Source: an optimization exercise on an open RTL-to-GDS flow (aim: small area, a short achievable clock period and few clock cycles per item). Production flows keep margins and buffers that such runs may drop.
RTL that was checked went through simulation tests only; none was proved equivalent to the original.

## masked_sbox_pipe
module masked_sbox_pipe (
  input  logic        clk,
  input  logic        rst,
  input  logic        in_valid,
  output logic        in_ready,
  input  logic        in_encrypt,
  input  logic [31:0] in_a,
  input  logic [31:0] in_m,
  input  logic [31:0] in_n,
  input  logic        flush,
  output logic        out_valid,
  input  logic        out_ready,
  output logic [31:0] out_q,
  output logic [31:0] out_n,
  output logic        mask_err
);
For scale: roughly 780 cells after synthesis.
Settings: LEC_CHECK=0, ABC_CLOCK_PERIOD_IN_PS=1000, CAP_MARGIN=20, CORE_MARGIN=2, CORE_UTILIZATION=40, SLEW_MARGIN=20, SYNTH_HIERARCHICAL=1; clock period 27.0 ns.
standard.sh (not shown) runs the stock make flow with config.mk's settings and CLKGATE_MAP_FILE= SYNTH_SCRIPT=/design/flow/synth_recipe.tcl, a recipe that flattens the netlist after the stock synthesis.
==> flow/flow/run.sh <==
#!/bin/bash
set -euo pipefail
export BUFFER_PORTS_ARGS="-buffer_cell sky130_fd_sc_hd__buf_1"
export CTS_ARGS="-sink_clustering_enable -repair_clock_nets -dont_use_dummy_load -buf_list sky130_fd_sc_hd__clkbuf_8"
bash standard.sh > standard_flow.log 2>&1
The starting point went through all stages and came out clean.
Testbench counts at the start, summed over its fixed seeds: cycles 4,104, items 4,096.
Next try:
==> flow/flow/run.sh (replaced) <==
#!/bin/bash
set -euo pipefail
export BUFFER_PORTS_ARGS="-buffer_cell sky130_fd_sc_hd__buf_1"
export CTS_ARGS="-sink_clustering_enable -repair_clock_nets -dont_use_dummy_load -buf_list sky130_fd_sc_hd__clkbuf_16 -sink_clustering_size 40 -sink_clustering_max_diameter 400 -sink_clustering_levels 1"
bash standard.sh > standard_flow.log 2>&1
Settings changed: ABC_CLOCK_PERIOD_IN_PS 1000 to 27000.
After rerunning: The changed run produced a clean layout; via count drops by 0.44%; die area does not change; clock skew stays flat; setup slack gets better by 0.053 ns.


Starting RTL as in the previous note.
==> flow/design.v (excerpt) <==
module masked_sbox_pipe (
  input  logic        clk,
  input  logic        rst,
  input  logic        in_valid,
  output logic        in_ready,
  input  logic        in_encrypt,
  input  logic [31:0] in_a,
  input  logic [31:0] in_m,
  input  logic [31:0] in_n,
  input  logic        flush,
  output logic        out_valid,
  input  logic        out_ready,
  output logic [31:0] out_q,
  output logic [31:0] out_n,
  output logic        mask_err
);
clock: 27.0 ns
lec_check: 0
abc_clock_period_in_ps: 700
cap_margin: 20
core_margin: 2
core_utilization: 40
slew_margin: 20
synth_hierarchical: 1
==> flow/flow/run.sh <==
#!/bin/bash
set -euo pipefail
export BUFFER_PORTS_ARGS="-buffer_cell sky130_fd_sc_hd__buf_1"
export CTS_ARGS="-sink_clustering_enable -repair_clock_nets -dont_use_dummy_load -buf_list sky130_fd_sc_hd__clkbuf_8"
bash standard.sh > standard_flow.log 2>&1
The baseline finished clean.
Testbench counts at the start, summed over its fixed seeds: cycles 4,104, items 4,096.
==> next run, changes <==
Settings changed: ABC_CLOCK_PERIOD_IN_PS 700 to 27000, CORE_UTILIZATION 40 to 60.
Die area is lower by 32%.
Worst setup slack degrades by 0.016 ns.
==> next run, changes <==
==> flow/flow/run.sh (replaced) <==
#!/bin/bash
set -euo pipefail
export BUFFER_PORTS_ARGS="-buffer_cell sky130_fd_sc_hd__buf_1"
export SETUP_SLACK_MARGIN=15.6
export CTS_ARGS="-sink_clustering_enable -repair_clock_nets -dont_use_dummy_load -buf_list sky130_fd_sc_hd__clkbuf_8"
bash standard.sh > standard_flow.log 2>&1
Settings changed: CORE_UTILIZATION 60 to 40.
The new run finished with timing, DRC and antenna clean; die area goes up by about 50%; global-route usage goes down by 8.0 points; routed wire length goes up by about 1.8%; clock-buffer cell count does not change; worst hold slack gains 0.040 ns; final cell count goes up by 5.6%; core utilization goes down by 20 points; register-to-register slack gains 0.20 ns.
==> next run, changes <==
==> flow/flow/run.sh (replaced) <==
#!/bin/bash
set -euo pipefail
export BUFFER_PORTS_ARGS="-buffer_cell sky130_fd_sc_hd__buf_1"
export CTS_ARGS="-sink_clustering_enable -repair_clock_nets -dont_use_dummy_load -buf_list sky130_fd_sc_hd__clkbuf_8"
bash standard.sh > standard_flow.log 2>&1
Settings changed: CORE_UTILIZATION 40 to 75, PLACE_DENSITY set to 0.85.
After rerunning: The new run passed the timing, DRC and antenna checks. Non-clock buffer count fell by 2. Hold slack is better by 0.0033 ns. Cell count fell by 8.6%. Routed wire length stays flat. Via count rose by 6.2%. First-iteration DRC count rose by 78%. Utilization rose by 38 points.
==> next run, changes <==
==> flow/flow/run.sh (replaced) <==
#!/bin/bash
set -euo pipefail
export BUFFER_PORTS_ARGS="-buffer_cell sky130_fd_sc_hd__buf_1"
export CTS_ARGS="-sink_clustering_enable -repair_clock_nets -dont_use_dummy_load -buf_list sky130_fd_sc_hd__clkbuf_8 -root_buf sky130_fd_sc_hd__clkbuf_16"
bash standard.sh > standard_flow.log 2>&1
Settings changed: CORE_UTILIZATION 75 to 40, PLACE_DENSITY 0.85 to not set.
Result:
- wire length falls by a few percent
- worst hold slack barely changes
- first-iteration DRC count falls by about a fifth
- critical path depth does not change
- sequential share of layout area falls by 0.62 points
- final area rises by a few percent
==> next run, changes <==
==> flow/flow/run.sh (replaced) <==
#!/bin/bash
set -euo pipefail
export BUFFER_PORTS_ARGS="-buffer_cell sky130_fd_sc_hd__buf_1"
export CTS_ARGS="-sink_clustering_enable -repair_clock_nets -dont_use_dummy_load -buf_list sky130_fd_sc_hd__clkbuf_8"
bash standard.sh > standard_flow.log 2>&1
Settings changed: ABC_CLOCK_PERIOD_IN_PS 27000 to 300.
Outcome:
- The new run completed with no timing, DRC or antenna violations
- fmax went down by 0.46%
- clock-buffer cell count stays the same
- core utilization came out lower by 0.54 points
- critical path depth is unchanged


Setup of fjord:
Another version of the RTL of masked_sbox_pipe (not shown whole).
Size: ~790 cells after synthesis, roughly 67 flip-flops, roughly 170 I/O pins, roughly 7600 sq um of cells after synthesis.
clock: 27.0 ns
lec_check: 0
abc_clock_period_in_ps: 27000
cap_margin: 20
core_margin: 2
core_utilization: 40
slew_margin: 20
synth_hierarchical: 1
==> flow/flow/run.sh <==
#!/bin/bash
set -euo pipefail
export BUFFER_PORTS_ARGS="-buffer_cell sky130_fd_sc_hd__buf_1"
export CTS_ARGS="-sink_clustering_enable -repair_clock_nets -dont_use_dummy_load -buf_list sky130_fd_sc_hd__clkbuf_8"
bash standard.sh > standard_flow.log 2>&1
Input changes introduced in cedar (baseline for comparison: fjord):
==> flow/flow/run.sh <==
#!/bin/bash
set -euo pipefail
export BUFFER_PORTS_ARGS="-buffer_cell sky130_fd_sc_hd__buf_1"
bash standard.sh > standard_flow.log 2>&1
### Flow results
cedar against fjord: via-per-instance ratio rose by 0.017, overall routed net length went up about 0.6%, share of final-layout standard cells stronger than drive strength 1 climbed 0.40 points. The signed area change from the synthesized netlist to the final layout number comes out higher for cedar vs fjord. Summary of cedar over fjord: total negative slack for setup checks essentially unchanged. Non-clock buffer count in cedar is 0.59% lower than in fjord.
For xenon, these inputs were changed with respect to cedar:
==> flow/flow/run.sh <==
#!/bin/bash
set -euo pipefail
export BUFFER_PORTS_ARGS="-buffer_cell sky130_fd_sc_hd__buf_1"
export CTS_ARGS="-sink_clustering_enable -repair_clock_nets -dont_use_dummy_load -buf_list sky130_fd_sc_hd__clkbuf_8 -sink_clustering_size 30 -sink_clustering_max_diameter 300"
bash standard.sh > standard_flow.log 2>&1
--- outcome ---
- xenon went all the way through the flow, and no timing, DRC or antenna check failed.
- The run showing the smaller utilization is xenon.
- From cedar to xenon the numbers moved as follows: final standard cell count with taps included and fillers excluded saw a decrease, routed length on met2 saw a decrease, first-iteration DRC count saw an increase.
- Cmp xenon vs cedar: total length of routed met3 wires lower in xenon
- [compare] base=cedar new=xenon: met3 capacity usage during global routing did not really move; fraction of standard cell area that is sequential rose by 0.43 points; slew at the pin with the worst max-slew slack decreased by 0.019 ns relative to the old numbers.
- Taking cedar as the reference, in xenon worst hold slack flat, global-route usage flat.
Function was not checked in any run of this note: the RTL went through the layout flow alone.

## separate check: timing with driven ports
No port has a modelled driver above. Below, the same layouts with a new extraction and two added sets of constraints.
Step 1: set_driving_cell puts a clkbuf_16 on clk and a buf_2 on each other input, an assumption about the parent block.
Step 2 adds t to the input delays and takes it off the output delays; t is the mean of the earliest and latest rising clock arrival at the registers after step 1. Input paths then give back, and output paths get back, about the clock's delay inside the block.
Slacks: ideal / step 1 / step 2; pairs: ideal / step 1.
run	shift t [ns]	setup WS [ns]	worst setup path after step 2
the first run of note 1	0.394	15.606 / 15.572 / 15.673	input to output
the second run of note 1	0.374	15.659 / 15.619 / 15.670	input to output
the first run of note 2	0.394	15.606 / 15.572 / 15.673	input to output
the second run of note 2	0.381	15.591 / 15.555 / 15.698	input to output
the third run of note 2	0.395	15.698 / 15.672 / 15.672	input to output
the fourth run of note 2	0.377	15.407 / 15.371 / 15.703	input to output
the fifth run of note 2	0.374	15.659 / 15.619 / 15.670	input to output
the sixth run of note 2	0.394	15.606 / 15.572 / 15.673	input to output
fjord	0.384	15.129 / 15.090 / 15.474	register to output
cedar	0.373	15.123 / 15.084 / 15.458	register to output
xenon	0.384	15.129 / 15.090 / 15.474	register to output
After both steps every run listed still meets setup and hold. The setup slack of the third run of note 2, which loses most, moves by -0.026 ns with the drivers and by -0.026 ns with both steps.
